Background: an optimization exercise with open tools, aiming at small area, a short achievable clock period and few clock cycles. Do not read the settings as production practice.
Only simulation tests tie the RTL to the original design; equivalence was not proved.
Power and IR drop assume default switching activity.

==> flow/design.v <==
package sss_pkg;
  localparam int OUT_COUNT_W   = 8;
  localparam int OUT_VALUE_W   = 16;
  localparam int OUT_AVG_W     = 24;
  localparam int AVG_FRAC_BITS = 8;
endpackage
module sss_cell #(
  parameter int VALUE_BITS = 16
) (
  input  logic                  clk,
  input  logic                  rst_n,
  input  logic [VALUE_BITS-1:0] d_val,
  input  logic [2:0]            d_code,
  input  logic [VALUE_BITS-1:0] bsel,      
  input  logic                  upd,       
  input  logic                  da,
  input  logic                  db,
  input  logic                  clr,       
  input  logic                  init,      
  input  logic                  wa,        
  input  logic                  wb,        
  output logic [VALUE_BITS-1:0] val,
  output logic [2:0]            code,
  output logic [2:0]            nxt_code,
  output logic                  ta,        
  output logic                  oa,        
  output logic                  ob         
);
  logic [VALUE_BITS-1:0] val_r;
  logic [2:0]            code_r;
  logic                  b_r;
  assign val  = val_r;
  assign code = code_r;
  assign ta   = !code_r[2] && code_r[1] && !b_r;
  assign oa   = !code_r[2] && code_r[1] && (b_r == wa);
  assign ob   = !code_r[2] && code_r[0] && (b_r == wb);
  always_comb begin
    nxt_code = code_r;
    if (code_r[2]) begin
      if (init) nxt_code = (code_r[1:0] == 2'b00) ? 3'b011 : {1'b1, 1'b0, code_r[1]};
    end else if (clr) begin
      nxt_code = 3'b000;
    end else if (upd) begin
      nxt_code[1] = code_r[1] && (b_r == da);
      nxt_code[0] = code_r[0] && (b_r == db);
    end
  end
  always_ff @(posedge clk) begin
    val_r <= d_val;
    b_r   <= |(d_val & bsel);
    if (!rst_n) code_r <= '0;
    else code_r <= d_code;
  end
endmodule
module sss_popcount #(
  parameter int N = 16
) (
  input  logic [N-1:0]           x,
  output logic [$clog2(N+1)-1:0] n
);
  localparam int L = $clog2(N);
  for (genvar l = 0; l <= L; l++) begin : g_lvl
    logic [(N >> l) * (l + 1) - 1:0] c;
    if (l == 0) begin : g_in
      assign c = x;
    end else begin : g_add
      for (genvar i = 0; i < (N >> l); i++) begin : g_node
        assign c[i*(l+1) +: l+1] = (l + 1)'(g_lvl[l-1].c[2*i*l +: l])
                                 + (l + 1)'(g_lvl[l-1].c[(2*i+1)*l +: l]);
      end
    end
  end
  assign n = g_lvl[L].c;
endmodule
module sss_add #(
  parameter int W = 8
) (
  input  logic [W-1:0] a,
  input  logic [W-1:0] b,
  input  logic         ci,
  output logic [W-1:0] s,
  output logic         co
);
  localparam int L = $clog2(W);
  for (genvar l = 0; l <= L; l++) begin : g_lvl
    logic [W-1:0] g, p;
    if (l == 0) begin : g_init
      assign g = a & b;
      assign p = a ^ b;
    end else begin : g_comb
      for (genvar i = 0; i < W; i++) begin : g_bit
        if ((i >> (l - 1)) % 2 == 1) begin : g_join
          localparam int J = ((i >> (l - 1)) << (l - 1)) - 1;
          assign g[i] = g_lvl[l-1].g[i] | (g_lvl[l-1].p[i] & g_lvl[l-1].g[J]);
          assign p[i] = g_lvl[l-1].p[i] & g_lvl[l-1].p[J];
        end else begin : g_pass
          assign g[i] = g_lvl[l-1].g[i];
          assign p[i] = g_lvl[l-1].p[i];
        end
      end
    end
  end
  logic [W:0] c;
  assign c[0] = ci;
  for (genvar i = 0; i < W; i++) begin : g_c
    assign c[i+1] = g_lvl[L].g[i] | (g_lvl[L].p[i] & ci);
  end
  assign s  = g_lvl[0].p ^ c[W-1:0];
  assign co = c[W];
endmodule
module sss_div (
  input  logic        clk,
  input  logic        rst_n,
  input  logic        start,
  input  logic [22:0] sum,
  input  logic [7:0]  divisor,
  output logic        busy,
  output logic [23:0] quotient
);
  localparam int NCYC = 24;
  logic [23:0] q_r, q_nxt;
  logic [7:0]  rem_r, rem_nxt;
  logic [7:0]  dvs_r;
  logic [4:0]  cnt_r;
  logic        busy_r, prep_r;
  logic [22:0] mag;
  assign busy     = busy_r;
  assign quotient = q_r;
  logic [8:0] t;
  logic       ge;
  sss_add #(.W(9)) u_sub (.a({rem_r, q_r[23]}), .b(~{1'b0, dvs_r}), .ci(1'b1), .s(t), .co(ge));
  always_comb begin
    if (ge) begin
      rem_nxt = t[7:0];
      q_nxt   = {q_r[22:0], 1'b1};
    end else begin
      rem_nxt = {rem_r[6:0], q_r[23]};
      q_nxt   = {q_r[22:0], 1'b0};
    end
  end
  sss_add #(.W(23)) u_mag (
    .a (rem_r[6] ? ~{rem_r[6:0], q_r[23:8]} : {rem_r[6:0], q_r[23:8]}),
    .b ('0),
    .ci(rem_r[6]),
    .s (mag),
    .co()
  );
  always_ff @(posedge clk) begin
    if (start) begin
      q_r   <= {sum[15:0], 8'd0};
      rem_r <= {1'b0, sum[22:16]};
      dvs_r <= divisor;
    end else if (prep_r) begin
      q_r   <= {mag[15:0], 8'd0};
      rem_r <= {1'b0, mag[22:16]};
    end else if (busy_r) begin
      q_r   <= q_nxt;
      rem_r <= rem_nxt;
    end
    if (!rst_n) begin
      busy_r <= 1'b0;
      prep_r <= 1'b0;
      cnt_r  <= '0;
    end else begin
      prep_r <= start;
      if (start) begin
        busy_r <= 1'b1;
        cnt_r  <= 5'(NCYC - 1);
      end else if (busy_r && !prep_r) begin
        cnt_r <= cnt_r - 1'b1;
        if (cnt_r == '0) begin
          busy_r <= 1'b0;
        end
      end
    end
  end
endmodule
module sorted_set_statistics_top #(
  parameter int MAX_ITEMS  = 128,
  parameter int VALUE_BITS = 16
) (
  input  logic                                    clk,
  input  logic                                    rst_n,
  input  logic                                    in_valid,
  output logic                                    in_stall,
  input  logic signed [VALUE_BITS-1:0]            in_sample_value,
  input  logic                                    in_set_end,
  output logic                                    out_valid,
  input  logic                                    out_stall,
  output logic [sss_pkg::OUT_COUNT_W-1:0]         out_item_count,
  output logic signed [sss_pkg::OUT_VALUE_W-1:0]  out_smallest,
  output logic signed [sss_pkg::OUT_VALUE_W-1:0]  out_largest,
  output logic signed [sss_pkg::OUT_VALUE_W-1:0]  out_middle_value,
  output logic signed [sss_pkg::OUT_AVG_W-1:0]    out_average_q8,
  output logic                                    out_overflowed
);
  localparam int CW = $clog2(MAX_ITEMS + 1);
  localparam int SW = VALUE_BITS + CW - 1;
  localparam int NQ = 4;                       
  localparam int GS = 8;                       
  localparam int NG = MAX_ITEMS / GS;
  localparam int GW = $clog2(GS + 1);
  typedef enum logic [2:0] {
    ST_IDLE,
    ST_RUN,
    ST_MID,
    ST_DONE,
    ST_BYP
  } st_t;
  logic                         in_stall_r;
  logic                         accept;
  logic [CW-1:0]                acc_cnt, acc_cnt_nxt;    
  logic                         s0_v, s0_keep, s0_end;
  logic signed [VALUE_BITS-1:0] s0_w;
  assign in_stall    = in_stall_r;
  assign accept      = in_valid && !in_stall_r;
  assign acc_cnt_nxt = !accept ? acc_cnt : in_set_end ? '0 : acc_cnt + CW'(!acc_cnt[CW-1]);
  always_ff @(posedge clk) begin
    s0_w    <= in_sample_value;
    s0_end  <= in_set_end;
    s0_keep <= !acc_cnt[CW-1];
    if (!rst_n) begin
      s0_v    <= 1'b0;
      acc_cnt <= '0;
    end else begin
      s0_v    <= accept;
      acc_cnt <= acc_cnt_nxt;
    end
  end
  logic                         wr, fin;
  logic [CW-1:0]                cnt_r, cnt_nxt;
  logic signed [SW-1:0]         sum_r, sum_nxt;
  logic signed [VALUE_BITS-1:0] min_r, max_r, min_nxt, max_nxt;
  logic                         drop_r, drop_nxt;
  logic [CW-1:0]                neg_r, neg_nxt;           
  logic signed [SW-1:0] sum_add;
  logic                 w_ge_min, max_ge_w;
  sss_add #(.W(SW)) u_sum (.a(sum_r), .b(SW'(s0_w)), .ci(1'b0), .s(sum_add), .co());
  sss_add #(.W(VALUE_BITS)) u_cmin (
    .a ({~s0_w[VALUE_BITS-1], s0_w[VALUE_BITS-2:0]}),
    .b (~{~min_r[VALUE_BITS-1], min_r[VALUE_BITS-2:0]}),
    .ci(1'b1),
    .s (),
    .co(w_ge_min)
  );
  sss_add #(.W(VALUE_BITS)) u_cmax (
    .a ({~max_r[VALUE_BITS-1], max_r[VALUE_BITS-2:0]}),
    .b (~{~s0_w[VALUE_BITS-1], s0_w[VALUE_BITS-2:0]}),
    .ci(1'b1),
    .s (),
    .co(max_ge_w)
  );
  assign wr  = s0_v && s0_keep;
  assign fin = s0_v && s0_end;
  always_comb begin
    cnt_nxt  = cnt_r;
    sum_nxt  = sum_r;
    min_nxt  = min_r;
    max_nxt  = max_r;
    drop_nxt = drop_r;
    neg_nxt  = neg_r;
    if (s0_v) begin
      if (!s0_keep) begin
        drop_nxt = 1'b1;
      end else begin
        cnt_nxt = cnt_r + 1'b1;
        neg_nxt = neg_r + CW'(s0_w[VALUE_BITS-1]);
        sum_nxt = sum_add;
        if (cnt_r == '0 || !w_ge_min) min_nxt = s0_w;
        if (cnt_r == '0 || !max_ge_w) max_nxt = s0_w;
      end
    end
  end
  always_ff @(posedge clk) begin
    min_r <= min_nxt;
    max_r <= max_nxt;
    if (!rst_n || fin) begin
      cnt_r  <= '0;
      sum_r  <= '0;
      drop_r <= 1'b0;
      neg_r  <= '0;
    end else begin
      neg_r  <= neg_nxt;
      cnt_r  <= cnt_nxt;
      sum_r  <= sum_nxt;
      drop_r <= drop_nxt;
    end
  end
  logic [CW-1:0]                q_cnt [NQ];
  logic signed [SW-1:0]         q_sum [NQ];
  logic signed [VALUE_BITS-1:0] q_min [NQ];
  logic signed [VALUE_BITS-1:0] q_max [NQ];
  logic                         q_ovf [NQ];
  logic [CW-1:0]                q_neg [NQ];
  logic [1:0]                   hd, tl, hd1;
  logic [2:0]                   qc, qc_nxt;
  logic                         pop;
  assign qc_nxt = qc + 3'(fin) - 3'(pop);
  assign hd1    = (hd == 2'(NQ - 1)) ? '0 : hd + 1'b1;
  always_ff @(posedge clk) begin
    if (fin) begin
      q_cnt[tl] <= cnt_nxt;
      q_sum[tl] <= sum_nxt;
      q_min[tl] <= min_nxt;
      q_max[tl] <= max_nxt;
      q_ovf[tl] <= drop_nxt;
      q_neg[tl] <= neg_nxt;
    end
    if (!rst_n) begin
      hd <= '0;
      tl <= '0;
      qc <= '0;
    end else begin
      if (fin) tl <= (tl == 2'(NQ - 1)) ? '0 : tl + 1'b1;
      if (pop) hd <= hd1;
      qc <= qc_nxt;
    end
  end
  st_t                     st;
  logic [3:0]              stage;
  logic [1:0]              ph;
  logic                    da_r, db_r, k_pend;
  logic                    fast_a, fast_b, max_a, max_b, fast, dec, any_a, any_b;
  logic                    fast_a_n, fast_b_n;
  logic [VALUE_BITS-1:0]   bsel;
  logic                    init, upd, clr, da, db;
  logic [CW-2:0]           ka, kb;
  logic [VALUE_BITS-1:0]   res_a, res_b;
  logic [GW-1:0]           pa [NG];
  logic [CW-1:0]           ca;
  logic [2:0]              n_wait;
  logic [1:0]              age_w;
  logic [1:0]              ix;
  assign n_wait = qc - 3'(st != ST_IDLE);
  assign init   = (n_wait != '0) && ((st == ST_IDLE) || pop);
  assign age_w  = 2'(n_wait - 3'(init));
  assign ix     = (st == ST_DONE) ? hd1 : hd;
  logic [CW-1:0] ca_h;
  logic [GW+1:0] pq [NG/4];
  always_ff @(posedge clk) begin
    for (int g = 0; g < NG / 4; g++) begin
      pq[g] <= ((GW + 2)'(pa[4*g]) + (GW + 2)'(pa[4*g+1])) + ((GW + 2)'(pa[4*g+2]) + (GW + 2)'(pa[4*g+3]));
    end
    ca <= init ? q_neg[ix] : (CW'(pq[0]) + CW'(pq[1])) + (CW'(pq[2]) + CW'(pq[3]));
    if (ph == 2'd3) ca_h <= ca;
  end
  logic [CW-2:0] ka_sub, kb_sub, ca_hk;
  logic          ka_ge, kb_ge;
  assign ca_hk = ca_h[CW-2:0];
  logic [CW-1:0] ka_dif, kb_dif;
  sss_add #(.W(CW - 1)) u_ksa (.a(ka), .b(~ca_hk), .ci(1'b1), .s(ka_sub), .co());
  sss_add #(.W(CW - 1)) u_ksb (.a(kb), .b(~ca_hk), .ci(1'b1), .s(kb_sub), .co());
  sss_add #(.W(CW)) u_kga (.a({1'b0, ka}), .b(~ca), .ci(1'b1), .s(ka_dif), .co(ka_ge));
  sss_add #(.W(CW)) u_kgb (.a({1'b0, kb}), .b(~ca), .ci(1'b1), .s(kb_dif), .co(kb_ge));
  assign fast = fast_a && fast_b;
  assign dec  = (st == ST_RUN) && (fast || ph == 2'd3);
  assign da   = fast ? (any_a ? max_a : !max_a) : ka_ge;
  assign db   = fast ? (any_b ? max_b : !max_b) : kb_ge;
  assign fast_a_n = fast_a || ({1'b0, ka} == ca) || ({1'b0, ka} + 1'b1 == ca);
  assign fast_b_n = fast_b || ({1'b0, kb} == ca) || ({1'b0, kb} + 1'b1 == ca);
  assign upd  = dec && (stage != 4'd15);
  assign clr  = (dec && (stage == 4'd15)) || (st == ST_BYP);
  logic [VALUE_BITS-1:0] r_val  [MAX_ITEMS];
  logic [2:0]            r_code [MAX_ITEMS];
  logic [2:0]            r_nxt  [MAX_ITEMS];
  logic [MAX_ITEMS-1:0]  r_ta, r_oa, r_ob;
  assign any_a = |r_oa;
  assign any_b = |r_ob;
  for (genvar i = 0; i < MAX_ITEMS; i++) begin : g_slot
    logic [VALUE_BITS-1:0] dv;
    logic [2:0]            dc;
    if (i == 0) begin : g_wr
      assign dv = wr ? {~s0_w[VALUE_BITS-1], s0_w[VALUE_BITS-2:0]} : r_val[MAX_ITEMS-1];
      assign dc = wr ? {1'b1, age_w} : r_nxt[MAX_ITEMS-1];
    end else begin : g_pass
      assign dv = r_val[i-1];
      assign dc = r_nxt[i-1];
    end
    sss_cell #(
      .VALUE_BITS(VALUE_BITS)
    ) u_slot (
      .clk     (clk),
      .rst_n   (rst_n),
      .d_val   (dv),
      .d_code  (dc),
      .bsel    (bsel),
      .upd     (upd),
      .da      (da),
      .db      (db),
      .clr     (clr),
      .init    (init),
      .wa      (max_a),
      .wb      (max_b),
      .val     (r_val[i]),
      .code    (r_code[i]),
      .nxt_code(r_nxt[i]),
      .ta      (r_ta[i]),
      .oa      (r_oa[i]),
      .ob      (r_ob[i])
    );
  end
  for (genvar g = 0; g < NG; g++) begin : g_cnt
    logic [GW-1:0] na;
    sss_popcount #(
      .N(GS)
    ) u_pa (
      .x(r_ta[g*GS +: GS]),
      .n(na)
    );
    always_ff @(posedge clk) begin
      pa[g] <= na;
    end
  end
  logic                 div_busy;
  logic [23:0]          div_quo;
  logic [CW-1:0]        h_cnt;
  logic                 h_byp, byp_r;
  logic                 out_free;
  logic                 ovalid_r;
  assign h_cnt    = q_cnt[ix];
  assign h_byp    = (h_cnt == CW'(1)) || (h_cnt == CW'(2)) || (h_cnt == CW'(4));
  assign out_free = !ovalid_r || !out_stall;
  assign pop      = (st == ST_DONE) && out_free;
  always_ff @(posedge clk) begin
    if (init) byp_r <= h_byp;
    if (init) begin
      ka     <= (CW - 1)'((h_cnt - 1'b1) >> 1);
      kb     <= (CW - 1)'(h_cnt >> 1);
      stage  <= '0;
      ph     <= 2'd3;
      k_pend <= 1'b0;
      fast_a <= 1'b0;
      fast_b <= 1'b0;
    end else if (st == ST_RUN) begin
      if (!fast) ph <= ph + 1'b1;
      if (dec) begin
        stage  <= stage + 1'b1;
        res_a  <= {res_a[VALUE_BITS-2:0], da};
        res_b  <= {res_b[VALUE_BITS-2:0], db};
      end
      if (dec && !fast) begin
        da_r   <= da;
        db_r   <= db;
        k_pend <= 1'b1;
        fast_a <= fast_a_n;
        fast_b <= fast_b_n;
        if (!fast_a) max_a <= ({1'b0, ka} + 1'b1 == ca);
        if (!fast_b) max_b <= ({1'b0, kb} + 1'b1 == ca);
      end
      if (ph == 2'd0 && k_pend && !fast) begin
        if (da_r) ka <= ka_sub;
        if (db_r) kb <= kb_sub;
        k_pend <= 1'b0;
      end
    end
    if (!rst_n) begin
      bsel <= VALUE_BITS'(1) << (VALUE_BITS - 1);
    end else if ((init && !h_byp) ||
                 (st == ST_RUN && ((!fast && ph == 2'd2) ||
                  (stage != 4'd15 && (fast || (dec && fast_a_n && fast_b_n)))))) begin
      bsel <= {bsel[0], bsel[VALUE_BITS-1:1]};
    end
    if (!rst_n) begin
      st <= ST_IDLE;
    end else begin
      case (st)
        ST_IDLE: if (init) st <= h_byp ? ST_BYP : ST_RUN;
        ST_RUN:  if (clr) st <= ST_MID;
        ST_BYP:  st <= ST_MID;
        ST_MID:  if (byp_r || !div_busy) st <= ST_DONE;
        ST_DONE: if (pop) st <= !init ? ST_IDLE : h_byp ? ST_BYP : ST_RUN;
        default: st <= ST_IDLE;
      endcase
    end
  end
  sss_div u_div (
    .clk     (clk),
    .rst_n   (rst_n),
    .start   (init && !h_byp),
    .sum     (q_sum[ix][22:0]),
    .divisor (h_cnt),
    .busy    (div_busy),
    .quotient(div_quo)
  );
  always_ff @(posedge clk) begin
    if (!rst_n) begin
      in_stall_r <= 1'b0;
    end else begin
      in_stall_r <= ({1'b0, qc_nxt} + 4'(accept && in_set_end) >= 4'(NQ)) ||
                    ((r_code[MAX_ITEMS-3] != 3'b000) && !acc_cnt_nxt[CW-1]);
    end
  end
  logic [sss_pkg::OUT_COUNT_W-1:0]        ocount_r;
  logic signed [sss_pkg::OUT_VALUE_W-1:0] omin_r, omax_r, omid_r;
  logic signed [sss_pkg::OUT_AVG_W-1:0]   oavg_r;
  logic                                   oovf_r;
  logic signed [VALUE_BITS:0]             mid_sum, mid_half;
  logic signed [VALUE_BITS-1:0]           med_a, med_b;
  logic signed [sss_pkg::OUT_AVG_W-1:0]   avg_o;
  assign med_a    = {~res_a[VALUE_BITS-1], res_a[VALUE_BITS-2:0]};
  assign med_b    = {~res_b[VALUE_BITS-1], res_b[VALUE_BITS-2:0]};
  assign mid_half = (mid_sum + $signed({{VALUE_BITS{1'b0}}, mid_sum[VALUE_BITS]})) >>> 1;
  logic signed [VALUE_BITS:0] bx, bx_s, ms_s;
  logic signed [VALUE_BITS:0] h_min, h_max, h_sum;
  logic [sss_pkg::OUT_AVG_W-1:0] nquo;
  logic                          c4, c2;
  assign h_min = (VALUE_BITS + 1)'(q_min[hd]);
  assign h_max = (VALUE_BITS + 1)'(q_max[hd]);
  assign h_sum = q_sum[hd][VALUE_BITS:0];
  assign c4    = q_cnt[hd][2];
  assign c2    = q_cnt[hd][1];
  sss_add #(.W(VALUE_BITS + 1)) u_bx (
    .a (c4 ? h_sum : h_min),
    .b (c4 ? ~h_max : c2 ? h_max : h_min),
    .ci(c4),
    .s (bx_s),
    .co()
  );
  sss_add #(.W(VALUE_BITS + 1)) u_ms (
    .a (byp_r ? bx : (VALUE_BITS + 1)'(med_a)),
    .b (byp_r ? (c4 ? ~h_min : '0) : (VALUE_BITS + 1)'(med_b)),
    .ci(byp_r && c4),
    .s (ms_s),
    .co()
  );
  sss_add #(.W(sss_pkg::OUT_AVG_W)) u_nq (.a(~div_quo), .b('0), .ci(1'b1), .s(nquo), .co());
  always_ff @(posedge clk) begin
    if (st == ST_BYP) bx <= bx_s;
    if (st == ST_MID) mid_sum <= ms_s;
  end
  always_comb begin
    if (!byp_r) avg_o = q_sum[hd][SW-1] ? nquo : div_quo;
    else if (c4) avg_o = sss_pkg::OUT_AVG_W'(q_sum[hd]) <<< 6;
    else if (c2) avg_o = sss_pkg::OUT_AVG_W'(q_sum[hd]) <<< 7;
    else avg_o = sss_pkg::OUT_AVG_W'(q_sum[hd]) <<< 8;
  end
  always_ff @(posedge clk) begin
    if (pop) begin
      ocount_r <= sss_pkg::OUT_COUNT_W'(q_cnt[hd]);
      omin_r   <= q_min[hd];
      omax_r   <= q_max[hd];
      omid_r   <= sss_pkg::OUT_VALUE_W'(mid_half);
      oavg_r   <= avg_o;
      oovf_r   <= q_ovf[hd];
    end
    if (!rst_n) begin
      ovalid_r <= 1'b0;
    end else if (pop) begin
      ovalid_r <= 1'b1;
    end else if (!out_stall) begin
      ovalid_r <= 1'b0;
    end
  end
  assign out_valid        = ovalid_r;
  assign out_item_count   = ocount_r;
  assign out_smallest     = omin_r;
  assign out_largest      = omax_r;
  assign out_middle_value = omid_r;
  assign out_average_q8   = oavg_r;
  assign out_overflowed   = oovf_r;
endmodule
==> flow/run.sh <==
#!/bin/bash
# synth_recipe.tcl (not shown) runs the flow's synth.tcl, then flattens the netlist and writes it again
# the make line also repeats each setting of config.mk as NAME=value (left out here)
make -C /OpenROAD-flow-scripts/flow DESIGN_CONFIG=/design/flow/config.mk WORK_HOME=/design/flow/orfs CLKGATE_MAP_FILE= SYNTH_SCRIPT=/design/flow/synth_recipe.tcl finish
==> flow/config.mk <==
export PLATFORM = sky130hd
export DESIGN_NAME = sorted_set_statistics_top
export DESIGN_NICKNAME = sorted_set_statistics_top
export VERILOG_FILES = /design/flow/design.v
export SDC_FILE = /design/flow/constraint.sdc
export NUM_CORES = 4
export LEC_CHECK = 0
export CAP_MARGIN = 20
export CORE_MARGIN = 8
export CORE_UTILIZATION = 50
export CTS_CLUSTER_DIAMETER = 70
export CTS_CLUSTER_SIZE = 28
export SETUP_SLACK_MARGIN = 2.6
export SLEW_MARGIN = 20
==> flow/constraint.sdc <==
create_clock -name core_clock -period 6.0 [get_ports {clk}]
set_input_delay 1.2000 -clock core_clock [delete_from_list [all_inputs] [get_ports {clk}]]
set_output_delay 1.2000 -clock core_clock [all_outputs]
set_load 0.01 [all_outputs]
==> summary.md, run 1 <==
| Metric | Value |
|---|---|
| Hold buffer count at CTS | 0 |
| Filler Cells Inserted | 18850 |
| Mux contribution to synthesized area | about 2.7% |
| Fin crit share | 63.14% |
| Die X-Extent | 499.5 um |
| Die Span Y | 499.5 um |
| Slew headroom | 14.74% |
| Crit Path Max Fanout | 6 |
| Largest net degree at the start of global routing | 130 |
| Post-synthesis cell count | 10040 |
| Synth cell count leaders | dfxtp_1 (2810), nand2_1 (696), a221oi_1 (524) |
| Number of synthesized register bits | 3302 |
| Worst-path clk slew | 110 ps |
| Adder-Cell Fraction of Synth Area | 4.470% |
| Root Buffer | clkbuf_16 |
| Synth Area in Compound Gates | between 10% and 20% |
| Count leader, synth | dfxtp_1 |
| Max clock buf depth | 3 |
| DIE AREA | between 0.2 and 0.25 sq mm |
| IO buf count | 103 |
| WP data arrival | 4560 ps |
| P&R area growth vs syn | 15.98% |
| Largest family of logic cells by synthesized area | compound AO/OA/AOI/OAI gates |
| Congestion Overflow GR | 0 |
| Fin. max-slew vios | 0 |
| Leading area contributor after synthesis | dfxtp_1 |
| WS Path Type | flip-flop to flip-flop |
| MaxCap Viol Count | 0 |
| Syn nets | 10410 |
| Initial DRC Count | roughly 10000 |
| Worst Hold Class | flip-flop to flip-flop |
| Placed Area | 0.1213 sq mm |
| Xor-xnor portion of the synthesized cell area | 2.892% |
| Dominant synthesized flop cell | dfxtp_1 |
| Top cell type's share of synthesized area | 48.12% |
| Vias per inst | 6.344 |
| Ys async rst share | 0% |
| Period minus WS final | 3789 ps |
| Startpoint types | flip-flop |
| All-Layer GR Usage | 31.14% |
| Clock sinks | 3302 |
| Worst-Margin Slew | 1273 ps |
| Status | finished clean |
| Gpl congestion | 1.087 |
| Row cnt | around 180 |
| RSZ-0062 raised after global routing | yes |
| Top cells by area, synth | dfxtp_1 (48%), edfxtp_1 (13%), a221oi_1 (3.9%), a22o_1 (3.9%), ha_1 (2.5%) |
| Starting Density | 50.27% |
| Drt pass-1 iters | 11 |
| ANT nets after route | 0 |
| CTS Buf Count | 171 |
| Routed WL | 413600 um |
| Share of cells above drive strength 1 | 16.28% |
| CP required | around 6800 ps |
| Worst vdd ir | 285.1 uV |
| DP HPWL | 278000 um |
| Number of synthesis warnings | 10 |
| Final setup violating endpoints | 0 |
| Total power | 55.05 mW |
| CP Capture Type | flip-flop |
| Vias in the first global route | ~81000 |
| Nets | 10610 |
| WL/cell | 30.84 um |
| Initial antenna violation count | 42 |
| Power density cells | 406.1 mW/mm^2 |
| TNS Setup | 0 ps |
| Setup Skew | 78.04 ps |
| Post-synthesis sequential area ratio | between 60% and 70% |
| Clock latency at the later pin of the worst-skew pair | roughly 900 ps |
| Cell Area, Synth | 0.1169 sq mm |
| Residual DRC | 0 |
| Ports | between 100 and 150 |
| CTS tree | built |
| Post-synth EDFFs | 492 |
| Peak Freq | 264.0 MHz |
| Vias | 85100 |
| Total core area | 0.2325 sq mm |
| Yosys cell types | 90 |
| Post-Synth Simple-Gate Area | 10.70% |
| Hold Fails Final Rpt | 0 |
| H-tree depth | 4 |
| Mean Syn Cell Area | about 12 sq um |
| First-pass GRT wire length | 580900 um |
| Final instance area | 0.1356 sq mm |
| Leak | 50.68 nW |
==> worst paths after layout <==
path                          startpoint                     endpoint  slack [ps]  cells after the start
min          g_slot[112].u_slot.val_r[0]  g_slot[113].u_slot.val_r[0]         340                      0
min reg2reg  g_slot[112].u_slot.val_r[0]  g_slot[113].u_slot.val_r[0]         340                      0
max reg2reg       g_slot[102].u_slot.b_r   g_slot[6].u_slot.code_r[0]        2210                     14
max               g_slot[102].u_slot.b_r   g_slot[6].u_slot.code_r[0]        2210                     14
==> worst max-delay path, cell delays in order (launching register included) <==
cell	delay (ps)
dfxtp_1	450
inv_1	370
o22ai_1	320
a221oi_1	380
nand3_1	190
a21oi_2	260
nand4_1	180
a2111oi_4	420
a211oi_4	80
buf_6	180
buf_12	130
buf_16	150
buf_12	150
xor2_1	140
o21a_1	220
==> timing repair <==
item | CTS | global route
buffers inserted | 155 | 160
endpoints found under the hold margin | 0 | 0
resized for setup | 534 | 540
pin swaps | 152 | 257
cloned | 35 | 31
setup endpoints to repair | 580 | 441
==> state kept, by name (all words and copies together), names as in the netlist, 32 cells and up, named ones only <==
name	count
q_cnt	32
q_min	64
g_slot.u_slot.val_r	2048
g_slot.u_slot.code_r	384
q_sum	92
q_max	64
q_neg	32
pa	64
g_slot.u_slot.b_r	128
==> cells by family after synthesis <==
kind of cell | Yosys count
DFF | 3302
AOI/OAI and AO/OA | 2493
and+or+nand+nor | 2383
buffers and inverters | 944
xor gates and xnor gates | 386
adders and majority gates | 348
muxes | 184
==> layout by cell type, fill, tap and decap left out, types with 46 or more instances in the layout <==
master and n:
dfxtp_1 2638, nand2_1 675, a22o_1 520, a221oi_1 516, edfxtp_1 492, o21ai_0 444
nor2_1 331, inv_1 320, buf_4 284, a21oi_1 273, ha_1 207, clkbuf_16 195
nand4_1 184, nor3_1 184, nand3b_1 159, nor2b_1 144, xnor2_1 142, nand2b_1 132
xor2_1 130, a31oi_1 109, o22ai_1 107, clkdlybuf4s50_1 102, dfxtp_2 101, mux4_2 99
fa_1 96, xnor2_2 91, nand3_1 75, buf_12 72, dfxtp_4 71, buf_6 63
o21ai_1 60, a32oi_1 58, o21a_1 57, or3_1 53, nor3b_1 48, mux2_2 46
o211ai_1 46
==> routing by layer <==
metal	global-route usage, %	part of all wire, %	up-vias
met1	42.75	41	42410
met4	12.42	5.0	18
met2	47.87	44	4495
met3	7.214	10	968
li1	-	-	37210
met5	0	0.030	-
==> final cells by class <==
| type | count | area, sq um | share of cell area, % |
|---|---|---|---|
| Sequential cell | 3302 | 71420 | 52.68 |
| Multi-Input combinational cell | 5799 | 45800 | 33.78 |
| Timing Repair Buffer | 605 | 7341 | 5.414 |
| Clock buffer | 195 | 4492 | 3.313 |
| Tap cell | 3043 | 3807 | 2.808 |
| Inverter | 362 | 1418 | 1.046 |
| Clock inverter | 86 | 1237 | 0.9127 |
| Antenna cell | 20 | 50.05 | 0.03691 |
| Timing Repair inverter | 1 | 8.758 | 0.006460 |
==> power breakdown <==
part | total (mW) | leakage, nW | switching, mW | internal [mW]
sequential | 24.6 | 27.4 | 1.11 | 23.5
combinational | 16.7 | 20.4 | 9.08 | 7.64
clock | 13.7 | 2.78 | 7.79 | 5.93
==> metrics by stage <==
stage               worst slack, ps  hold WS, ps  std cells  util (%)
floorplan                      1974        331.1      10040         -
global placement              647.2        335.3      12730     52.14
detailed placement            983.7        336.1      12730     52.15
CTS                            2269        338.2      13200     56.50
global route                   2116        349.7      13390     58.28
finish                         2211        338.5      13410     58.30
Testbench counts, summed over its fixed seeds: cycles 18,666.
==> inputs of run 2 (changes only) <==
--- a/flow/design.v
+++ b/flow/design.v
@@ -415,13 +415,16 @@
   logic [23:0]          div_quo;
   logic [CW-1:0]        h_cnt;
-  logic                 h_byp, byp_r;
+  logic                 h_byp, byp_r, two_r;
   logic                 out_free;
   logic                 ovalid_r;
   assign h_cnt    = q_cnt[ix];
-  assign h_byp    = (h_cnt == CW'(1)) || (h_cnt == CW'(2)) || (h_cnt == CW'(4));
+  assign h_byp    = (h_cnt == CW'(1)) || (h_cnt == CW'(2));
   assign out_free = !ovalid_r || !out_stall;
   assign pop      = (st == ST_DONE) && out_free;
   always_ff @(posedge clk) begin
-    if (init) byp_r <= h_byp;
+    if (init) begin
+      byp_r <= h_byp;
+      two_r <= h_cnt[1];
+    end
     if (init) begin
       ka     <= (CW - 1)'((h_cnt - 1'b1) >> 1);
@@ -477,5 +480,5 @@
     .clk     (clk),
     .rst_n   (rst_n),
-    .start   (init && !h_byp),
+    .start   (init),
     .sum     (q_sum[ix][22:0]),
     .divisor (h_cnt),
@@ -497,21 +500,17 @@
   logic signed [VALUE_BITS:0]             mid_sum, mid_half;
   logic signed [VALUE_BITS-1:0]           med_a, med_b;
-  logic signed [sss_pkg::OUT_AVG_W-1:0]   avg_o;
+  logic signed [sss_pkg::OUT_AVG_W-1:0]   avg_r;
   assign med_a    = {~res_a[VALUE_BITS-1], res_a[VALUE_BITS-2:0]};
   assign med_b    = {~res_b[VALUE_BITS-1], res_b[VALUE_BITS-2:0]};
   assign mid_half = (mid_sum + $signed({{VALUE_BITS{1'b0}}, mid_sum[VALUE_BITS]})) >>> 1;
   logic signed [VALUE_BITS:0] bx, bx_s, ms_s;
-  logic signed [VALUE_BITS:0] h_min, h_max, h_sum;
+  logic signed [VALUE_BITS:0] h_min, h_max;
   logic [sss_pkg::OUT_AVG_W-1:0] nquo;
-  logic                          c4, c2;
   assign h_min = (VALUE_BITS + 1)'(q_min[hd]);
   assign h_max = (VALUE_BITS + 1)'(q_max[hd]);
-  assign h_sum = q_sum[hd][VALUE_BITS:0];
-  assign c4    = q_cnt[hd][2];
-  assign c2    = q_cnt[hd][1];
   sss_add #(.W(VALUE_BITS + 1)) u_bx (
-    .a (c4 ? h_sum : h_min),
-    .b (c4 ? ~h_max : c2 ? h_max : h_min),
-    .ci(c4),
+    .a (h_min),
+    .b (two_r ? h_max : h_min),
+    .ci(1'b0),
     .s (bx_s),
     .co()
@@ -519,6 +518,6 @@
   sss_add #(.W(VALUE_BITS + 1)) u_ms (
     .a (byp_r ? bx : (VALUE_BITS + 1)'(med_a)),
-    .b (byp_r ? (c4 ? ~h_min : '0) : (VALUE_BITS + 1)'(med_b)),
-    .ci(byp_r && c4),
+    .b (byp_r ? '0 : (VALUE_BITS + 1)'(med_b)),
+    .ci(1'b0),
     .s (ms_s),
     .co()
@@ -527,11 +526,10 @@
   always_ff @(posedge clk) begin
     if (st == ST_BYP) bx <= bx_s;
-    if (st == ST_MID) mid_sum <= ms_s;
-  end
-  always_comb begin
-    if (!byp_r) avg_o = q_sum[hd][SW-1] ? nquo : div_quo;
-    else if (c4) avg_o = sss_pkg::OUT_AVG_W'(q_sum[hd]) <<< 6;
-    else if (c2) avg_o = sss_pkg::OUT_AVG_W'(q_sum[hd]) <<< 7;
-    else avg_o = sss_pkg::OUT_AVG_W'(q_sum[hd]) <<< 8;
+    if (st == ST_MID) begin
+      mid_sum <= ms_s;
+      if (!byp_r) avg_r <= q_sum[hd][SW-1] ? nquo : div_quo;   
+      else if (two_r) avg_r <= sss_pkg::OUT_AVG_W'(q_sum[hd]) <<< 7;
+      else avg_r <= sss_pkg::OUT_AVG_W'(q_sum[hd]) <<< 8;
+    end
   end
   always_ff @(posedge clk) begin
@@ -541,5 +539,5 @@
       omax_r   <= q_max[hd];
       omid_r   <= sss_pkg::OUT_VALUE_W'(mid_half);
-      oavg_r   <= avg_o;
+      oavg_r   <= avg_r;
       oovf_r   <= q_ovf[hd];
     end
==> summary.md, run 2 <==
| Metric | Value |
|---|---|
| Clock latency at the later pin of the worst-skew pair | 890 ps (about the same) |
| Clock sinks | 3326 (+0.73%) |
| Initial antenna violation count | 22 (-48%) |
| Most frequent cells in the layout | dfxtp_1 (2670), a221oi_1 (524), edfxtp_1 (516) |
| RR Startpoint | g_slot[18].u_slot.b_r |
| Worst vdd ir | 328.3 uV (+15%) |
| Startpoint types | flip-flop |
| First-pass GRT wire length | 533900 um (-8.1%) |
| Starting Density | 50.17% (-0.099 points) |
| Max clock buf depth | 3 (unchanged) |
| Synth cell count leaders | dfxtp_1 (2810), a221oi_1 (524), edfxtp_1 (516) |
| Status | finished clean |
| Fin. max-slew vios | 0 (unchanged) |
| Syn nets | 10110 (-2.9%) |
| TNS Setup | 0 ps (unchanged) |
| Max reg flops | 2048 (unchanged) |
| Mean Syn Cell Area | 11.97 sq um (+2.8%) |
| Top cells by area, synth | dfxtp_1 (48%), edfxtp_1 (13%), a221oi_1 (3.9%), a22o_1 (3.9%), ha_1 (2.5%) |
| FF-to-FF End | g_slot[76].u_slot.code_r[1] |
| Slew headroom | 15.99% (+1.2 points) |
| Top cell type's share of synthesized area | 48.26% (+0.14 points) |
| Final worst slack | 2098 ps (-113.6 ps) |
| Hold buffer count at CTS | 0 (unchanged) |
| MaxCap Viol Count | 0 (unchanged) |
| Die Span Y | 498.8 um (-0.14%) |
| Post-synth EDFFs | 516 (+4.9%) |
| Cell Area, Synth | 0.1166 sq mm (-0.29%) |
| Crit path capture | g_slot[76].u_slot.code_r[1] |
| Worst reg-to-reg setup slack | 2100 ps (-110 ps) |
| Yosys cell types | 80 (-11%) |
| Worst-Margin Slew | 1260 ps (-13.13 ps) |
| Largest register by flop count | g_slot.u_slot.val_r |
| Row cnt | 177 (unchanged) |
| Congestion Overflow GR | 0 (unchanged) |
| WS Path Type | flip-flop to flip-flop |
| IO buf count | 103 (unchanged) |
| DIE AREA | 0.2488 sq mm (-0.28%) |
| WL/cell | 28.95 um (-6.1%) |
| Worst hold slack | 341.9 ps (+3.392 ps) |
| Most common cell after layout, fill and taps aside | dfxtp_1 |
| Dominant synthesized flop cell | dfxtp_1 |
| Peak Freq | 256.3 MHz (-2.9%) |
| Routed WL | 371500 um (-10%) |
| P&R area growth vs syn | 10.84% |
| All-Layer GR Usage | 28.14% (-3.0 points) |
| H-tree depth | 4 (unchanged) |
| DP HPWL | 241300 um (-13%) |
| CP required | 6740 ps (-30 ps) |
| Initial DRC Count | 8734 (-14%) |
| CTS tree | built |
| Die X-Extent | 498.8 um (-0.14%) |
| Leading area contributor after synthesis | dfxtp_1 |
| Period minus WS final | 3902 ps (+113.6 ps) |
| Leak | 47.79 nW (-5.7%) |
| Worst Hold Class | flip-flop to flip-flop |
| Post-synthesis cell count | 9739 (-3.0%) |
| Share of cells above drive strength 1 | 10.92% (-5.4 points) |
| Place WS | 998.1 ps (+14.42 ps) |
| Post-synthesis sequential area ratio | 61.55% (+0.80 points) |
| WP data arrival | 4640 ps (+80 ps) |
| Largest net degree at the start of global routing | 145 (+12%) |
| Crit. Startpoint | g_slot[18].u_slot.b_r |
| Power density cells | 393.9 mW/mm^2 (-3.0%) |
| CP Capture Type | flip-flop |
| Ys async rst share | 0% (unchanged) |
| Fin crit share | 65.04% (+1.9 points) |
| Worst-path clk slew | 100 ps (about the same) |
| Total core area | 0.2323 sq mm (about the same) |
| Root Buffer | clkbuf_16 |
| Ports | 104 (unchanged) |
| Residual DRC | 0 (unchanged) |
| Count leader, synth | dfxtp_1 |
| Hold Fails Final Rpt | 0 (unchanged) |
| Regs by FF count | g_slot.u_slot.val_r: 2048 flops, g_slot.u_slot.code_r: 384 flops, g_slot.u_slot.b_r: 128 flops |
| Gpl congestion | 0.9670 (-11%) |
| ANT nets after route | 0 (unchanged) |
| Setup Skew | 63.59 ps (-14.45 ps) |
| Vias in the first global route | 77940 (-3.7%) |
| Crit Path Max Fanout | 9 (+3) |
| Reg2Reg Depth | 9 (-5) |
| Number of synthesis warnings | 10 (unchanged) |
| Final setup violating endpoints | 0 (unchanged) |
| RSZ-0062 raised after global routing | yes |
| Vias | 80640 (-5.2%) |
| Worst Hold Depth | 0 (unchanged) |
| Drt pass-1 iters | 6 (-5) |
| Vias per inst | 6.283 (-0.96%) |
| Number of synthesized register bits | 3326 (+0.73%) |
| Nets | 10050 (-5.3%) |
| CTS Buf Count | 168 (-1.8%) |
[run 2: cell families (layout without fill, tap and decap cells)]
family	count (synthesis)	in the layout	synth area share (%)
muxes	185	186	2.677
xor gates and xnor gates	396	396	2.975
adders and majority gates	351	351	4.553
DFF	3326	3326	61.55
other	0	15	0
buffers and inverters	873	905	2.871
AOI/OAI and AO/OA	2372	2375	14.58
and+or+nand+nor	2236	2236	10.79
[run 2: where the power goes]
group / internal (mW) / switching [mW]
Combinational: 4.76 / 7.91
Clock: 5.79 / 7.77
Sequential: 23.7 / 0.932
[run 2: repair_timing]
item / CTS / global route
resized for setup: 214 / 256
buffers inserted: 43 / 57
setup endpoints to repair: 505 / 488
cloned: 21 / 11
pin swaps: 47 / 69
[run 2: worst max-delay path: stages, from the launching register on]
cell and delay [ps]:
dfxtp_1 490, nor3b_1 1050, nor4_1 250, a22oi_1 290, a2111o_1 250, mux2_2 520
clkbuf_16 270, or3_1 350, a21oi_1 160, o22ai_1 110
[run 2: how the worst min path moves through the flow]
stage / start / end / slack, ps
final: g_slot[42].u_slot.val_r[0] / g_slot[43].u_slot.val_r[0] / 340
after global routing: g_slot[42].u_slot.val_r[0] / g_slot[43].u_slot.val_r[0] / 350
after CTS: g_slot[87].u_slot.val_r[9] / g_slot[88].u_slot.val_r[9] / 340
after detailed placement: g_slot[61].u_slot.val_r[12] / g_slot[62].u_slot.val_r[12] / 340
after global placement: g_slot[25].u_slot.val_r[13] / g_slot[26].u_slot.val_r[13] / 330
after floorplan: g_slot[99].u_slot.val_r[3] / g_slot[100].u_slot.val_r[3] / 330
[run 2: area by class of cell]
cell class,count,area [sq um]
Sequential cell,3326,72060
Tap cell,3043,3807
Timing Repair Buffer,322,3825
Multi-Input combinational cell,5544,42640
Clock inverter,84,1201
Fill cell,19220,103100
Antenna cell,15,37.54
Inverter,311,1196
Clock buffer,188,4425
[run 2: per-stage QoR]
stage,power (mW),instances,instance area [sq um],utilization [%]
3_5_place_dp,35.06,12410,120500,51.85
4_1_cts,49.88,12750,127700,54.97
2_1_floorplan,31.98,9739,116700,-
6_report,50.89,12830,129200,55.61
3_3_place_gp,34.83,12410,120400,51.84
5_1_grt,52.66,12820,129200,55.60
[run 2: layer usage]
layer | wire (um) | track usage, % | vias up
met5 | 13 | 0 | -
li1 | - | - | 35690
met1 | 159900 | 39.65 | 40230
met3 | 31720 | 5.049 | 834
met4 | 15920 | 10.66 | 2
met2 | 164000 | 43.43 | 3880
Testbench counts of run 2, summed over its fixed seeds: cycles 18,819.
==> inputs of run 3 (changes only) <==
--- a/flow/config.mk
+++ b/flow/config.mk
@@ -11,4 +11,4 @@
 export CTS_CLUSTER_DIAMETER = 70
 export CTS_CLUSTER_SIZE = 28
-export SETUP_SLACK_MARGIN = 2.6
+export SETUP_SLACK_MARGIN = 2.9
 export SLEW_MARGIN = 20
==> summary.md, run 3 <==
| Metric | Value |
|---|---|
| Final setup violating endpoints | 0 (unchanged) |
| CP Cell Sequence | clkinv_2, nand2_1, nor4_1, a22oi_1, a2111o_1, mux2_4, buf_12, buf_8, buf_16, or3_1, a21oi_2, o22ai_1 |
| Cell Area, Synth | 0.1166 sq mm (unchanged) |
| WP data arrival | 4450 ps (-190 ps) |
| Worst vdd ir | 369.8 uV (+13%) |
| Routed wl met2 | 167700 um (+2.2%) |
| Clock latency at the later pin of the worst-skew pair | 910 ps (+20 ps) |
| Worst Hold Class | flip-flop to flip-flop |
| Ys async rst share | 0% (unchanged) |
| Post-synth EDFFs | 516 (unchanged) |
| Setup Skew | 61.36 ps (-2.229 ps) |
| Max stage delay cell, worst path | edfxtp_1 |
| Top cells by area, synth | dfxtp_1 (48%), edfxtp_1 (13%), a221oi_1 (3.9%), a22o_1 (3.9%), ha_1 (2.5%) |
| Most frequent cells in the layout | dfxtp_1 (2592), a221oi_1 (524), edfxtp_1 (516) |
| Fin crit share | 61.35% (-3.7 points) |
| P&R area growth vs syn | 14.22% |
| Residual DRC | 0 (unchanged) |
| Gpl congestion | 1.012 (+4.7%) |
| Largest net degree at the start of global routing | 107 (-26%) |
| Number of synthesized register bits | 3326 (unchanged) |
| Highest routed layer | met5 |
| Hold Fails Final Rpt | 0 (unchanged) |
| Share of cells above drive strength 1 | 15.66% (+4.7 points) |
| Power density cells | 406.4 mW/mm^2 (+3.2%) |
| Die Span Y | 498.8 um (unchanged) |
| Slew headroom | 24.22% (+8.2 points) |
| Count leader, synth | dfxtp_1 |
| Yosys cell types | 80 (unchanged) |
| Period minus WS final | 3681 ps (-220.8 ps) |
| Routed WL | 385900 um (+3.9%) |
| Clk pwr share | 25.4% (-1.3 points) |
| Initial DRC Count | 9752 (+12%) |
| Top cell type's share of synthesized area | 48.26% (unchanged) |
| CP required | 6770 ps (+30 ps) |
| Vias in the first global route | 79230 (+1.7%) |
| CP Capture Type | flip-flop |
| CTS tree | built |
| Post-synthesis sequential area ratio | 61.55% (unchanged) |
| All-Layer GR Usage | 28.99% (+0.86 points) |
| Worst-Margin Slew | 1125 ps (-135.3 ps) |
| Met1 WL | 160600 um (+0.47%) |
| Status | finished clean |
| Most common cell after layout, fill and taps aside | dfxtp_1 |
| Syn nets | 10110 (unchanged) |
| Filler Cells Inserted | 19010 (-1.1%) |
| Crit Path Max Fanout | 9 (unchanged) |
| Nets | 10240 (+1.9%) |
| Placed Area | 0.1206 sq mm (+0.14%) |
| MaxCap Viol Count | 0 (unchanged) |
| WS Path Type | flip-flop to flip-flop |
| Leak | 49.50 nW (+3.6%) |
| Pint | 36.21 mW (+5.7%) |
| Starting Density | 50.17% (unchanged) |
| Peak Freq | 271.6 MHz (+6.0%) |
| H-tree depth | 4 (unchanged) |
| Post-synthesis cell count | 9739 (unchanged) |
| Worst-path clk slew | 100 ps (about the same) |
| Hold buffer count at CTS | 0 (unchanged) |
| Row cnt | 177 (unchanged) |
| Total core area | 0.2323 sq mm (unchanged) |
| Clock sinks | 3326 (unchanged) |
| TNS Setup | 0 ps (unchanged) |
| Startpoint types | flip-flop |
| Leading area contributor after synthesis | dfxtp_1 |
| Fin. max-slew vios | 0 (unchanged) |
| First-pass GRT wire length | 547500 um (+2.5%) |
| Dominant synthesized flop cell | dfxtp_1 |
| Root Buffer | clkbuf_16 |
| IO buf count | 103 (unchanged) |
| Initial antenna violation count | 29 (+32%) |
| CP max stage delay | 520 ps (-530 ps) |
| CTS Buf Count | 169 (+0.60%) |
| Drt pass-1 iters | 9 (+3) |
| Switching power | 17.90 mW (+7.7%) |
| Ports | 104 (unchanged) |
| Congestion Overflow GR | 0 (unchanged) |
| Final instance area | 0.1331 sq mm (+3.0%) |
| Max clock buf depth | 3 (unchanged) |
| Max reg flops | 2048 (unchanged) |
| Number of synthesis warnings | 10 (unchanged) |
| Comb power frac | 29.0% (+4.1 points) |
| DP HPWL | 245100 um (+1.6%) |
| Sw Share | 33.08% (+0.43 points) |
| Synth cell count leaders | dfxtp_1 (2810), a221oi_1 (524), edfxtp_1 (516) |
| Routed wl met3 | 36520 um (+15%) |
| Regs by FF count | g_slot.u_slot.val_r: 2048 flops, g_slot.u_slot.code_r: 384 flops, g_slot.u_slot.b_r: 128 flops |
| Mean Syn Cell Area | 11.97 sq um (unchanged) |
| WL/cell | 29.64 um (+2.4%) |
| DIE AREA | 0.2488 sq mm (unchanged) |
| Vias per inst | 6.324 (+0.65%) |
| RSZ-0062 raised after global routing | yes |
| ANT nets after route | 0 (unchanged) |
| Vias | 82340 (+2.1%) |
| Largest register by flop count | g_slot.u_slot.val_r |
| Die X-Extent | 498.8 um (unchanged) |
| Sequential share of power | 45.6% (-2.8 points) |
run 3: final timing paths:
| check | startpoint | slack (ps) | depth (start not counted) | to |
|---|---|---|---|---|
| worst min-delay path | g_slot[87].u_slot.val_r[6] | 320 | 0 | g_slot[88].u_slot.val_r[6] |
| worst max-delay path | max_a | 2320 | 12 | g_slot[58].u_slot.code_r[1] |
| worst max register to register | max_a | 2320 | 12 | g_slot[58].u_slot.code_r[1] |
| worst min register to register | g_slot[87].u_slot.val_r[6] | 320 | 0 | g_slot[88].u_slot.val_r[6] |
run 3: worst max-delay path: cells and delay by family (launching register included):
kind	cells	cell delay, ps
compound gates	4	960
simple gates	3	950
buf+inv	4	700
flops	1	520
mux	1	410
run 3: kinds of logic after synthesis:
family	after synthesis	synth area share (%)
fa+ha+maj	351	4.553
compound gates	2372	14.58
buf+inv	873	2.871
flops	3326	61.55
xor+xnor	396	2.975
simple gates	2236	10.79
mux	185	2.677
run 3: what timing repair did:
| item | 4_1_cts | 5_1_grt |
|---|---|---|
| pin swaps | 194 | 266 |
| resized for setup | 508 | 516 |
| endpoints found under the setup margin | 751 | 461 |
| gates cloned | 28 | 27 |
| buffers inserted | 180 | 86 |
run 3: stage by stage:
step	power, mW	hold slack, ps	instances	utilization (%)	setup WS [ps]
floorplan	32.05	331.1	9739	-	1964
global placement	34.86	333.3	12420	51.92	1582
detailed placement	35.10	336.6	12420	51.93	1413
CTS	50.97	323.5	12900	55.98	2469
global route	55.81	342.1	13020	57.30	2223
finish	54.11	322.6	13020	57.31	2319
run 3: area by class of cell:
type | count | area, sq um | share of cell area, %
flip-flops and latches | 3326 | 72300 | 54.31
multi-input cells | 5545 | 44090 | 33.12
repair buffers | 510 | 5987 | 4.497
clock buffers | 196 | 4507 | 3.385
well taps | 3043 | 3807 | 2.860
clock inverters | 82 | 1211 | 0.9097
inverters | 311 | 1199 | 0.9003
repair inverters | 2 | 17.52 | 0.01316
diodes | 5 | 12.51 | 0.009398
run 3: routing by layer:
metal  global-route usage, %  up-vias
met4                   12.23       18
met2                   44.22     4188
met3                   6.241     1062
met1                   40.14    40950
met5                       0        -
li1                        -    36130
run 3: power by group through the flow:
stage          Clock [mW]  Combinational [mW]  Sequential [mW]
4_1_cts              13.9                12.4             24.7
3_5_place_dp            0                9.87             25.2
2_1_floorplan           0                7.42             24.6
5_1_grt              14.7                16.3             24.8
3_3_place_gp            0                9.65             25.2
6_report             13.7                15.7             24.7
==> inputs of run 4 (changes only) <==
--- a/flow/design.v
+++ b/flow/design.v
@@ -14,6 +14,8 @@
   input  logic [VALUE_BITS-1:0] bsel,      
   input  logic                  upd,       
-  input  logic                  da,
-  input  logic                  db,
+  input  logic                  want_a,    
+  input  logic                  want_b,
+  input  logic                  all_a,
+  input  logic                  all_b,
   input  logic                  clr,       
   input  logic                  init,      
@@ -42,6 +44,6 @@
       nxt_code = 3'b000;
     end else if (upd) begin
-      nxt_code[1] = code_r[1] && (b_r == da);
-      nxt_code[0] = code_r[0] && (b_r == db);
+      nxt_code[1] = code_r[1] && ((b_r == want_a) || all_a);
+      nxt_code[0] = code_r[0] && ((b_r == want_b) || all_b);
     end
   end
@@ -54,22 +56,18 @@
 endmodule
 module sss_popcount #(
-  parameter int N = 16
+  parameter int N = 8
 ) (
   input  logic [N-1:0]           x,
   output logic [$clog2(N+1)-1:0] n
 );
-  localparam int L = $clog2(N);
-  for (genvar l = 0; l <= L; l++) begin : g_lvl
-    logic [(N >> l) * (l + 1) - 1:0] c;
-    if (l == 0) begin : g_in
-      assign c = x;
-    end else begin : g_add
-      for (genvar i = 0; i < (N >> l); i++) begin : g_node
-        assign c[i*(l+1) +: l+1] = (l + 1)'(g_lvl[l-1].c[2*i*l +: l])
-                                 + (l + 1)'(g_lvl[l-1].c[(2*i+1)*l +: l]);
-      end
-    end
-  end
-  assign n = g_lvl[L].c;
+  logic s1, c1, s2, c2, s3, c3, c4, s5, c5, c6;
+  assign {c1, s1}   = {(x[0] & x[1]) | (x[2] & (x[0] ^ x[1])), x[0] ^ x[1] ^ x[2]};
+  assign {c2, s2}   = {(x[3] & x[4]) | (x[5] & (x[3] ^ x[4])), x[3] ^ x[4] ^ x[5]};
+  assign {c3, s3}   = {(s1 & s2) | (x[6] & (s1 ^ s2)), s1 ^ s2 ^ x[6]};
+  assign {c4, n[0]} = {s3 & x[7], s3 ^ x[7]};
+  assign {c5, s5}   = {(c1 & c2) | (c3 & (c1 ^ c2)), c1 ^ c2 ^ c3};
+  assign {c6, n[1]} = {s5 & c4, s5 ^ c4};
+  assign n[2]       = c5 ^ c6;
+  assign n[3]       = c5 & c6;
 endmodule
 module sss_add #(
@@ -205,6 +203,5 @@
     ST_RUN,
     ST_MID,
-    ST_DONE,
-    ST_BYP
+    ST_DONE
   } st_t;
   logic                         in_stall_r;
@@ -323,4 +320,5 @@
   logic                    fast_a, fast_b, max_a, max_b, fast, dec, any_a, any_b;
   logic                    fast_a_n, fast_b_n;
+  logic                    want_a, want_b, all_a, all_b;
   logic [VALUE_BITS-1:0]   bsel;
   logic                    init, upd, clr, da, db;
@@ -357,8 +355,12 @@
   assign da   = fast ? (any_a ? max_a : !max_a) : ka_ge;
   assign db   = fast ? (any_b ? max_b : !max_b) : kb_ge;
+  assign want_a = fast ? max_a : ka_ge;
+  assign want_b = fast ? max_b : kb_ge;
+  assign all_a  = fast && !any_a;
+  assign all_b  = fast && !any_b;
   assign fast_a_n = fast_a || ({1'b0, ka} == ca) || ({1'b0, ka} + 1'b1 == ca);
   assign fast_b_n = fast_b || ({1'b0, kb} == ca) || ({1'b0, kb} + 1'b1 == ca);
   assign upd  = dec && (stage != 4'd15);
-  assign clr  = (dec && (stage == 4'd15)) || (st == ST_BYP);
+  assign clr  = dec && (stage == 4'd15);
   logic [VALUE_BITS-1:0] r_val  [MAX_ITEMS];
   logic [2:0]            r_code [MAX_ITEMS];
@@ -386,6 +388,8 @@
       .bsel    (bsel),
       .upd     (upd),
-      .da      (da),
-      .db      (db),
+      .want_a  (want_a),
+      .want_b  (want_b),
+      .all_a   (all_a),
+      .all_b   (all_b),
       .clr     (clr),
       .init    (init),
@@ -415,17 +419,11 @@
   logic [23:0]          div_quo;
   logic [CW-1:0]        h_cnt;
-  logic                 h_byp, byp_r, two_r;
   logic                 out_free;
   logic                 ovalid_r;
   assign h_cnt    = q_cnt[ix];
-  assign h_byp    = (h_cnt == CW'(1)) || (h_cnt == CW'(2));
   assign out_free = !ovalid_r || !out_stall;
   assign pop      = (st == ST_DONE) && out_free;
   always_ff @(posedge clk) begin
     if (init) begin
-      byp_r <= h_byp;
-      two_r <= h_cnt[1];
-    end
-    if (init) begin
       ka     <= (CW - 1)'((h_cnt - 1'b1) >> 1);
       kb     <= (CW - 1)'(h_cnt >> 1);
@@ -433,6 +431,8 @@
       ph     <= 2'd3;
       k_pend <= 1'b0;
-      fast_a <= 1'b0;
-      fast_b <= 1'b0;
+      fast_a <= (h_cnt <= CW'(2));
+      fast_b <= (h_cnt <= CW'(2));
+      max_a  <= (h_cnt == CW'(1));
+      max_b  <= 1'b1;
     end else if (st == ST_RUN) begin
       if (!fast) ph <= ph + 1'b1;
@@ -459,5 +459,5 @@
     if (!rst_n) begin
       bsel <= VALUE_BITS'(1) << (VALUE_BITS - 1);
-    end else if ((init && !h_byp) ||
+    end else if (init ||
                  (st == ST_RUN && ((!fast && ph == 2'd2) ||
                   (stage != 4'd15 && (fast || (dec && fast_a_n && fast_b_n)))))) begin
@@ -468,9 +468,8 @@
     end else begin
       case (st)
-        ST_IDLE: if (init) st <= h_byp ? ST_BYP : ST_RUN;
+        ST_IDLE: if (init) st <= ST_RUN;
         ST_RUN:  if (clr) st <= ST_MID;
-        ST_BYP:  st <= ST_MID;
-        ST_MID:  if (byp_r || !div_busy) st <= ST_DONE;
-        ST_DONE: if (pop) st <= !init ? ST_IDLE : h_byp ? ST_BYP : ST_RUN;
+        ST_MID:  if (!div_busy) st <= ST_DONE;
+        ST_DONE: if (pop) st <= init ? ST_RUN : ST_IDLE;
         default: st <= ST_IDLE;
       endcase
@@ -504,19 +503,9 @@
   assign med_b    = {~res_b[VALUE_BITS-1], res_b[VALUE_BITS-2:0]};
   assign mid_half = (mid_sum + $signed({{VALUE_BITS{1'b0}}, mid_sum[VALUE_BITS]})) >>> 1;
-  logic signed [VALUE_BITS:0] bx, bx_s, ms_s;
-  logic signed [VALUE_BITS:0] h_min, h_max;
+  logic signed [VALUE_BITS:0]    ms_s;
   logic [sss_pkg::OUT_AVG_W-1:0] nquo;
-  assign h_min = (VALUE_BITS + 1)'(q_min[hd]);
-  assign h_max = (VALUE_BITS + 1)'(q_max[hd]);
-  sss_add #(.W(VALUE_BITS + 1)) u_bx (
-    .a (h_min),
-    .b (two_r ? h_max : h_min),
-    .ci(1'b0),
-    .s (bx_s),
-    .co()
-  );
   sss_add #(.W(VALUE_BITS + 1)) u_ms (
-    .a (byp_r ? bx : (VALUE_BITS + 1)'(med_a)),
-    .b (byp_r ? '0 : (VALUE_BITS + 1)'(med_b)),
+    .a ((VALUE_BITS + 1)'(med_a)),
+    .b ((VALUE_BITS + 1)'(med_b)),
     .ci(1'b0),
     .s (ms_s),
@@ -525,10 +514,7 @@
   sss_add #(.W(sss_pkg::OUT_AVG_W)) u_nq (.a(~div_quo), .b('0), .ci(1'b1), .s(nquo), .co());
   always_ff @(posedge clk) begin
-    if (st == ST_BYP) bx <= bx_s;
-    if (st == ST_MID) begin
+    if (st == ST_MID) begin   
       mid_sum <= ms_s;
-      if (!byp_r) avg_r <= q_sum[hd][SW-1] ? nquo : div_quo;   
-      else if (two_r) avg_r <= sss_pkg::OUT_AVG_W'(q_sum[hd]) <<< 7;
-      else avg_r <= sss_pkg::OUT_AVG_W'(q_sum[hd]) <<< 8;
+      avg_r   <= q_sum[hd][SW-1] ? nquo : div_quo;
     end
   end
==> summary.md, run 4 <==
| Metric | Value |
|---|---|
| Fin crit share | 55.54% (-5.8 points) |
| H-tree depth | 4 (unchanged) |
| Residual DRC | 0 (unchanged) |
| Congestion Overflow GR | 0 (unchanged) |
| Ports | 104 (unchanged) |
| CTS tree | built |
| Post-synthesis sequential area ratio | 61.82% (+0.27 points) |
| Mean Syn Cell Area | 12.01 sq um (+0.36%) |
| Placed Area | 0.1200 sq mm (-0.56%) |
| Worst vdd ir | 492.5 uV (+33%) |
| Leading area contributor after synthesis | dfxtp_1 |
| Gpl congestion | 1.034 (+2.1%) |
| Ys async rst share | 0% (unchanged) |
| Period minus WS final | 3332 ps (-349.0 ps) |
| WP data arrival | 4110 ps (-340 ps) |
| Met3 Use GR | 6.005% (-0.24 points) |
| CP required | 6780 ps (about the same) |
| Regs by FF count | g_slot.u_slot.val_r: 2048 flops, g_slot.u_slot.code_r: 384 flops, g_slot.u_slot.b_r: 128 flops |
| Multi-input combinational cell area | 0.04412 sq mm (about the same) |
| TNS Setup | 0 ps (unchanged) |
| Initial antenna violation count | 28 (-3.4%) |
| Max stage delay cell, worst path | nor4bb_4 |
| FF-to-FF End | g_slot[98].u_slot.code_r[0] |
| Number of synthesized register bits | 3307 (-0.57%) |
| Status | finished clean |
| RR Startpoint | g_slot[73].u_slot.code_r[2] |
| Hold buffer count at CTS | 0 (unchanged) |
| Top cell type's share of synthesized area | 48.81% (+0.55 points) |
| WL/cell | 29.01 um (-2.1%) |
| Syn nets | 9945 (-1.6%) |
| Vias in the first global route | 75860 (-4.3%) |
| Max reg flops | 2048 (unchanged) |
| Share of cells above drive strength 1 | 14.08% (-1.6 points) |
| Clock sinks | 3307 (-0.57%) |
| Xor-xnor portion of the synthesized cell area | 3.095% (+0.12 points) |
| Setup Skew | 32.51 ps (-28.85 ps) |
| Largest family of logic cells by synthesized area | compound AO/OA/AOI/OAI gates |
| RSZ-0062 raised after global routing | yes |
| Root Buffer | clkbuf_16 |
| ANT nets after route | 0 (unchanged) |
| Family with the most delay on the worst path | simple AND/OR/NAND/NOR gates |
| Register Area | 0.07140 sq mm (-1.2%) |
| All-Layer GR Usage | 28.19% (-0.80 points) |
| Max clock buf depth | 3 (unchanged) |
| Routing usage on met2 | 41.77% (-2.5 points) |
| CP bufs+invs | 2 (-2) |
| Final setup violating endpoints | 0 (unchanged) |
| DP HPWL | 241500 um (-1.5%) |
| Most common cell after layout, fill and taps aside | dfxtp_1 |
| Slew headroom | 10.18% (-14 points) |
| IO buf count | 103 (unchanged) |
| Final instance area | 0.1301 sq mm (-2.3%) |
| Fin. max-slew vios | 0 (unchanged) |
| Number of synthesis warnings | 10 (unchanged) |
| Vias per inst | 6.225 (-1.6%) |
| Yosys cell types | 83 (+3.8%) |
| Post-synth EDFFs | 499 (-3.3%) |
| Die Span Y | 495.9 um (-0.58%) |
| MaxCap Viol Count | 0 (unchanged) |
| Worst reg-to-reg setup slack | 2670 ps (+350 ps) |
| Vias | 78970 (-4.1%) |
| Row cnt | 176 (-0.56%) |
| Worst-path clk slew | 100 ps (about the same) |
| Worst Hold Depth | 0 (unchanged) |
| Largest register by flop count | g_slot.u_slot.val_r |
| Filler Cells Inserted | 18860 (-0.78%) |
| Synth Area in Compound Gates | 15.76% (+1.2 points) |
| CP max stage delay | 460 ps (-60 ps) |
| Dominant synthesized flop cell | dfxtp_1 |
| Total power | 58.82 mW (+8.7%) |
| Reg2Reg Depth | 10 (-2) |
| CTS Buf Count | 168 (-0.59%) |
| CP Cell Sequence | nand3b_1, nand4_1, nor4_1, nand4_1, nor4bb_4, o211a_4, buf_12, clkbuf_16, nor3_1, o22ai_1 |
| Mux contribution to synthesized area | 1.359% (-1.3 points) |
| Routed WL | 368000 um (-4.7%) |
| Power density cells | 452.1 mW/mm^2 (+11%) |
| Hold EP | g_slot[108].u_slot.val_r[3] |
| Worst hold slack | 336.9 ps (+14.23 ps) |
| Crit-path most repeated cell | nand4_1 |
| First-pass GRT wire length | 523100 um (-4.5%) |
| Cell Area, Synth | 0.1152 sq mm (-1.2%) |
| WS Path Type | flip-flop to flip-flop |
| Leak | 48.23 nW (-2.6%) |
| Met1 global-route usage | 40.80% (+0.66 points) |
| P&R area growth vs syn | 12.97% |
| Die X-Extent | 495.9 um (-0.58%) |
| CP Capture Type | flip-flop |
| Peak Freq | 300.1 MHz (+10%) |
| Nets | 9908 (-3.2%) |
| Hold Fails Final Rpt | 0 (unchanged) |
| Post-synthesis cell count | 9588 (-1.6%) |
| DIE AREA | 0.2460 sq mm (-1.2%) |
| Largest net degree at the start of global routing | 125 (+17%) |
| Post-Synth Simple-Gate Area | 10.68% (-0.11 points) |
| Starting Density | 50.19% (about the same) |
| Drt pass-1 iters | 8 (-1) |
| Top cells by area, synth | dfxtp_1 (49%), edfxtp_1 (13%), a221oi_1 (4.0%), a22o_1 (4.0%), ha_1 (2.4%) |
| Crit Path Max Fanout | 6 (-3) |
| Adder-Cell Fraction of Synth Area | 4.420% (-0.13 points) |
| Synth cell count leaders | dfxtp_1 (2808), a221oi_1 (522), nand2_1 (522) |
| Startpoint types | flip-flop |
| Count leader, synth | dfxtp_1 |
| Total core area | 0.2295 sq mm (-1.2%) |
| Worst Hold Class | flip-flop to flip-flop |
| Most frequent cells in the layout | dfxtp_1 (2714), a221oi_1 (522), a22o_1 (520) |
| Clock latency at the later pin of the worst-skew pair | 880 ps (-30 ps) |
| Worst-Margin Slew | 1344 ps (+219.6 ps) |
| Initial DRC Count | 8384 (-14%) |
| Busiest layer in global routing | met2 |
| Hold_sp | g_slot[107].u_slot.val_r[3] |
[run 4: cell families after synthesis]
group | count (synthesis)
AOI/OAI and AO/OA | 2316
adders and majority gates | 336
DFF | 3307
xor gates and xnor gates | 407
muxes | 101
buffers and inverters | 844
and+or+nand+nor | 2277
[run 4: repair_timing]
item / CTS / global route
cloned: 23 / 33
setup buffers: 60 / 38
setup endpoints to repair: 642 / 569
resized for setup: 273 / 370
pin swaps: 30 / 169
[run 4: area by class of cell]
| type | instances | share of cell area (%) |
|---|---|---|
| antenna | 8 | 0.01539 |
| clock buffer | 184 | 3.300 |
| clock inverter | 86 | 0.8549 |
| inverter | 280 | 0.8366 |
| multi-input combinational | 5450 | 33.91 |
| sequential | 3307 | 54.88 |
| tap | 3026 | 2.910 |
| timing repair buffer | 343 | 3.287 |
| timing repair inverter | 1 | 0.008655 |
[run 4: worst max-delay path by stage]
stage | to | depth (start not counted) | start | slack [ps]
floorplan | in_stall_r | 10 | out_stall | 1700
global placement | res_a[0] | 8 | g_slot[1].u_slot.b_r | 1000
detailed placement | res_a[0] | 8 | g_slot[1].u_slot.b_r | 930
CTS | res_a[0] | 10 | g_slot[64].u_slot.b_r | 2780
global route | g_slot[67].u_slot.code_r[1] | 6 | ph[1] | 2680
finish | g_slot[98].u_slot.code_r[0] | 10 | g_slot[73].u_slot.code_r[2] | 2670
[run 4: per-stage QoR]
step           util, %  std cells  setup slack (ps)
5_1_grt          56.70      12680              2678
2_1_floorplan        -       9588              1702
3_5_place_dp     52.28      12250             934.1
3_3_place_gp     52.28      12250              1001
4_1_cts          55.51      12610              2779
6_report         56.70      12690              2668
[run 4: metal layers]
| metal | vias up | share of wire (%) |
|---|---|---|
| met5 | - | 0.023 |
| met3 | 760 | 8.9 |
| met4 | 14 | 4.3 |
| met2 | 3412 | 42 |
| li1 | 35200 | - |
| met1 | 39580 | 45 |
[run 4: report_power, final]
group,total [mW],internal [mW],switching (mW)
registers,25.4,24.2,1.24
logic,20.2,7.17,13.0
clock network,13.2,5.65,7.59
Testbench counts of run 4, summed over its fixed seeds: cycles 19,091.

[port drivers added, routing unchanged]
The results above use ideal ports. As a check the final layouts listed here were re-extracted and re-timed, cells and wires unchanged.
Step 1 assumes that a clkbuf_16 drives the clock port and a buf_2 every other input.
Step 2 also shifts input and output timing later by t, the mid clock arrival at the registers, as if the neighbouring blocks saw the same clock.
Three values: ideal, step 1, step 2; two values: the first two.
run	shift t [ns]	setup WS [ns]	hold slack, ns	worst setup path at the end
run 1	0.956	2.211 / 2.211 / 1.861	0.339 / 0.339 / 0.339	input to register
run 2	0.954	2.098 / 2.098 / 1.916	0.342 / 0.342 / 0.342	input to register
run 3	0.974	2.319 / 2.319 / 1.991	0.323 / 0.323 / 0.323	input to register
run 4	0.955	2.668 / 2.668 / 2.099	0.337 / 0.337 / 0.337	input to register
After both steps setup and hold are still met in every run listed. For run 4, which loses most, drivers alone change the setup slack by 0.000 ns; drivers and shift together by -0.569 ns.
